From an optimization exercise on the open Yosys and OpenROAD flow, aimed at small area and a short achievable clock period; shortcuts taken in it are not production practice.
RTL that was checked went through simulation tests only; none was proved equivalent to the original.
No activity file was given, so power comes from the tool's default toggle rates.

Design alu_32, start of the top module:
module alu_32
(
  input  logic              clk,
  input  logic              rst,
  input  logic [2:0]        ALU_OP,
  input  logic [alu_32_pkg::DATA_W-1:0] A,
  input  logic [alu_32_pkg::DATA_W-1:0] B,
  input  logic              C_I,
  output logic [alu_32_pkg::DATA_W-1:0] R,
  output logic              C_O
);
==> flow/config.mk <==
export PLATFORM = sky130hd
export DESIGN_NAME = alu_32
export DESIGN_NICKNAME = alu_32
export VERILOG_FILES = /design/flow/design.v
export SDC_FILE = /design/flow/constraint.sdc
export NUM_CORES = 4
export LEC_CHECK = 0
export CAP_MARGIN = 20
export CORE_MARGIN = 2
export CORE_UTILIZATION = 40
export SLEW_MARGIN = 20
export SYNTH_HIERARCHICAL = 1
export SYNTH_MINIMUM_KEEP_SIZE = 0
==> flow/constraint.sdc <==
create_clock -name core_clock -period 11.0 [get_ports {clk}]
set_input_delay 2.2000 -clock core_clock [delete_from_list [all_inputs] [get_ports {clk}]]
set_output_delay 2.2000 -clock core_clock [all_outputs]
set_load 0.01 [all_outputs]
standard.sh (not shown) runs the stock make flow with config.mk's settings and CLKGATE_MAP_FILE= SYNTH_SCRIPT=/design/flow/synth_recipe.tcl, a recipe that flattens the netlist after the stock synthesis.
==> flow/flow/run.sh <==
#!/bin/bash
# Layout flow: the standard synthesis, then every combinational cell set to the
# smallest drive of its family (the layout's repair steps size up again where
# timing, slew or capacitance need it), then the standard layout steps with
# small port buffers. Each step's full output goes to a log file here.
set -euo pipefail
R=$PWD/orfs/results/$FLOW_PLATFORM/alu_32/base
LIB=$FLOW_HOME/platforms/$FLOW_PLATFORM/lib/sky130_fd_sc_hd__tt_025C_1v80.lib
EXTRA=()
[[ -f flow/extra.txt ]] && mapfile -t EXTRA < <(grep -v '^#' flow/extra.txt | grep .)
bash standard.sh "${EXTRA[@]}" "$R/1_2_yosys.v" > synth.log 2>&1
cp "$R/1_2_yosys.v" yosys_std.v
python3 flow/downsize.py "$LIB" yosys_std.v "$R/1_2_yosys.v" > downsize.log 2>&1
bash standard.sh "${EXTRA[@]}" finish > layout.log 2>&1
Other scripts of this flow, unchanged in this note and not shown: flow/flow/downsize.py, flow/flow/extra.txt
The baseline passed the timing, DRC and antenna checks.
Then changed:
- SETUP_SLACK_MARGIN: unset -> 1.5
Outcome: The new run finished clean; wire length hardly moves; setup slack gets better by 470 ps; die area stays the same; combinational power hardly moves; sequential power stays flat; cell count is unchanged; synthesized cell count does not change; design area barely changes; total power hardly moves.
No run of this note included a check of the RTL's function; only the layout flow was run.

xenon:
alu_32, a different RTL version from the one above (not shown whole).
Size: ~1700 cells after synthesis, ~100 I/O pins, roughly 15000 um2 of cells after synthesis.
Settings: LEC_CHECK=0, CAP_MARGIN=20, CORE_MARGIN=2, CORE_UTILIZATION=40, SETUP_SLACK_MARGIN=3.25, SLEW_MARGIN=20, SYNTH_HIERARCHICAL=1, SYNTH_MINIMUM_KEEP_SIZE=0, TNS_END_PERCENT=5; clock period 11.0 ns.
==> flow/flow/downsize.py <==
#!/usr/bin/env python3
"""Rewrite a mapped netlist so each combinational cell uses the smallest-area
variant of its cell family (same name without the _N drive suffix, same pins).
Flip-flops are left alone. The layout's repair steps upsize again where timing,
slew or capacitance need it.
usage: downsize.py LIBERTY NETLIST_IN NETLIST_OUT [dont_use ...]"""
import re
import sys

lib, src, dst = sys.argv[1:4]
dont = set(sys.argv[4:])
area = {}
pins = {}
cur = None
for line in open(lib):
    m = re.match(r'\s*cell\s*\(\s*"?([\w]+)"?\s*\)', line)
    if m:
        cur = m.group(1)
        pins[cur] = set()
        continue
    m = re.match(r'\s*area\s*:\s*([\d.]+)', line)
    if m and cur and cur not in area:
        area[cur] = float(m.group(1))
    m = re.match(r'\s*pin\s*\(\s*"?(\w+)"?\s*\)', line)
    if m and cur:
        pins[cur].add(m.group(1))

fam = {}
for c in area:
    m = re.match(r'(sky130_fd_sc_hd__\w+?)_(\d+)$', c)
    if m and c not in dont:
        fam.setdefault(m.group(1), []).append(c)

seq = re.compile(r'sky130_fd_sc_hd__(df|dl|sdf|edf|lpflow|probe|clkdly|dly|tap|fill|decap|conb)')
best = {}
for f, cs in fam.items():
    if seq.match(f):
        continue
    for c in cs:
        cands = [x for x in cs if pins[x] == pins[c]]
        best[c] = min(cands, key=lambda x: (area[x], x))

txt = open(src).read()
count = {}


def sub(m):
    c = m.group(1)
    b = best.get(c, c)
    if b != c:
        count[(c, b)] = count.get((c, b), 0) + 1
    return b + m.group(2)


txt = re.sub(r'\b(sky130_fd_sc_hd__\w+)(\s+[\\\w$.\[\]]+\s*\()', sub, txt)
open(dst, 'w').write(txt)
for (c, b), n in sorted(count.items()):
    print(f"{n:5d} {c} -> {b}")
==> flow/flow/extra.txt <==
# extra ORFS make variables, one per line
BUFFER_PORTS_ARGS=-buffer_cell sky130_fd_sc_hd__buf_2
REMOVE_ABC_BUFFERS=1
Scripts as last shown in full above: flow/flow/run.sh
### xenon -> juniper
Settings: a change of SETUP_SLACK_MARGIN from 3.25 to 3; a change of TNS_END_PERCENT from 5 to 0.
Results
- The final layouts of juniper and xenon pass the timing, DRC and antenna checks.
- Route | juniper vs xenon | wire shorter in juniper
- juniper vs xenon, instance count: juniper lower
- Worst hold slack after final layout deteriorates in juniper relative to xenon.
- For juniper, the end of the critical path was c_q$_DFF_P_, unlike xenon, where it was r_q[0]$_DFF_P_.
- On met2 wire length: between juniper and xenon, it ends up higher for xenon.
- The area share of buffers outside the clock network in juniper was lower than what xenon gave.
- The depth of the critical timing path with buffers and inverters included in juniper sits 4 below the value recorded for xenon.
- The routed wire length on met3 in juniper sits 12% below the value recorded for xenon.
- Maximum clock frequency was lower in juniper than in xenon.
- On juniper: final clock period utilization by the worst path is 2.8 points higher than what xenon gave.
Edits applied to the flow inputs when going from juniper to tundra:
Settings: changing SETUP_SLACK_MARGIN from 3 to 3.25.
Notes after the runs:
Number of clock buffers inserted by TritonCTS delta (tundra -> juniper): insignificant. For overall die area, tundra and juniper come out practically identical. Power: tundra draws more than juniper. Between juniper and tundra, the clock-cell share of area figures differ only marginally. Non-clock buffer total of the final layout: tundra vs juniper up about 16%. juniper → tundra: met2 demand-to-capacity share in global routing went up by 0.33 points; fraction of power consumed by combinational cells did not really move. Worst setup slack after layout in tundra vs juniper: up 0.30 ns. Run comparison: juniper startpoint of the worst setup timing path B[5]; tundra startpoint of the worst setup timing path B[3]. Summary of tundra over juniper: global-route usage has remained practically unchanged; sum of routed wire length over all layers now larger; cell area went up 2.5%.
Modified inputs, violet compared to tundra
Settings: SETUP_SLACK_MARGIN: 3.25 -> 3.15.
## What came out
| share of power burned in the clock network | tundra vs violet | ≈ equal |
tundra and violet ended up with roughly the same first-pass GRT wire length.
Instance count on the critical path went up by a little under 10% going from tundra to violet.
Data arrival time of the critical path: violet higher than tundra
Setup slack: violet worse than tundra
Summary of violet over tundra: critical-path maximum fanout went down; number of filler cells placed in the layout essentially unchanged.
Final cell utilization of the core: violet vs tundra down 0.35 points
Hold slack is lower on violet
violet was carried through to the last stage, and its layout satisfied the timing, DRC and antenna checks.

-- separate check: timing with driven ports --
The flow's constraints put no driver on any port. The routed layouts listed below were extracted and timed again, unchanged, in two steps. Step 1 sets driving cells, clkbuf_16 on the clock port and buf_2 on the other inputs (assumed; they add their load-dependent delay and slew). Step 2, shift: input delay + t, output delay - t, t = (earliest + latest rising clock arrival at the registers) / 2. This alone moves slack from input paths to output paths. a / b / c = ideal / step 1 / step 2; a / b = the first two.
run	t (ns)	slack for setup (ns)	slew at the worst register clock pin (ns)
the first run of note 1	0.311	1.544 / 1.549 / 1.238	0.06 / 0.06
the second run of note 1	0.311	2.019 / 2.022 / 1.711	0.06 / 0.06
xenon	0.343	3.500 / 3.484 / 3.141	0.07 / 0.07
juniper	0.344	3.196 / 3.215 / 2.871	0.06 / 0.06
tundra	0.343	3.500 / 3.484 / 3.141	0.07 / 0.07
violet	0.343	3.396 / 3.394 / 3.051	0.06 / 0.06
After both steps setup and hold are still met in every run listed.
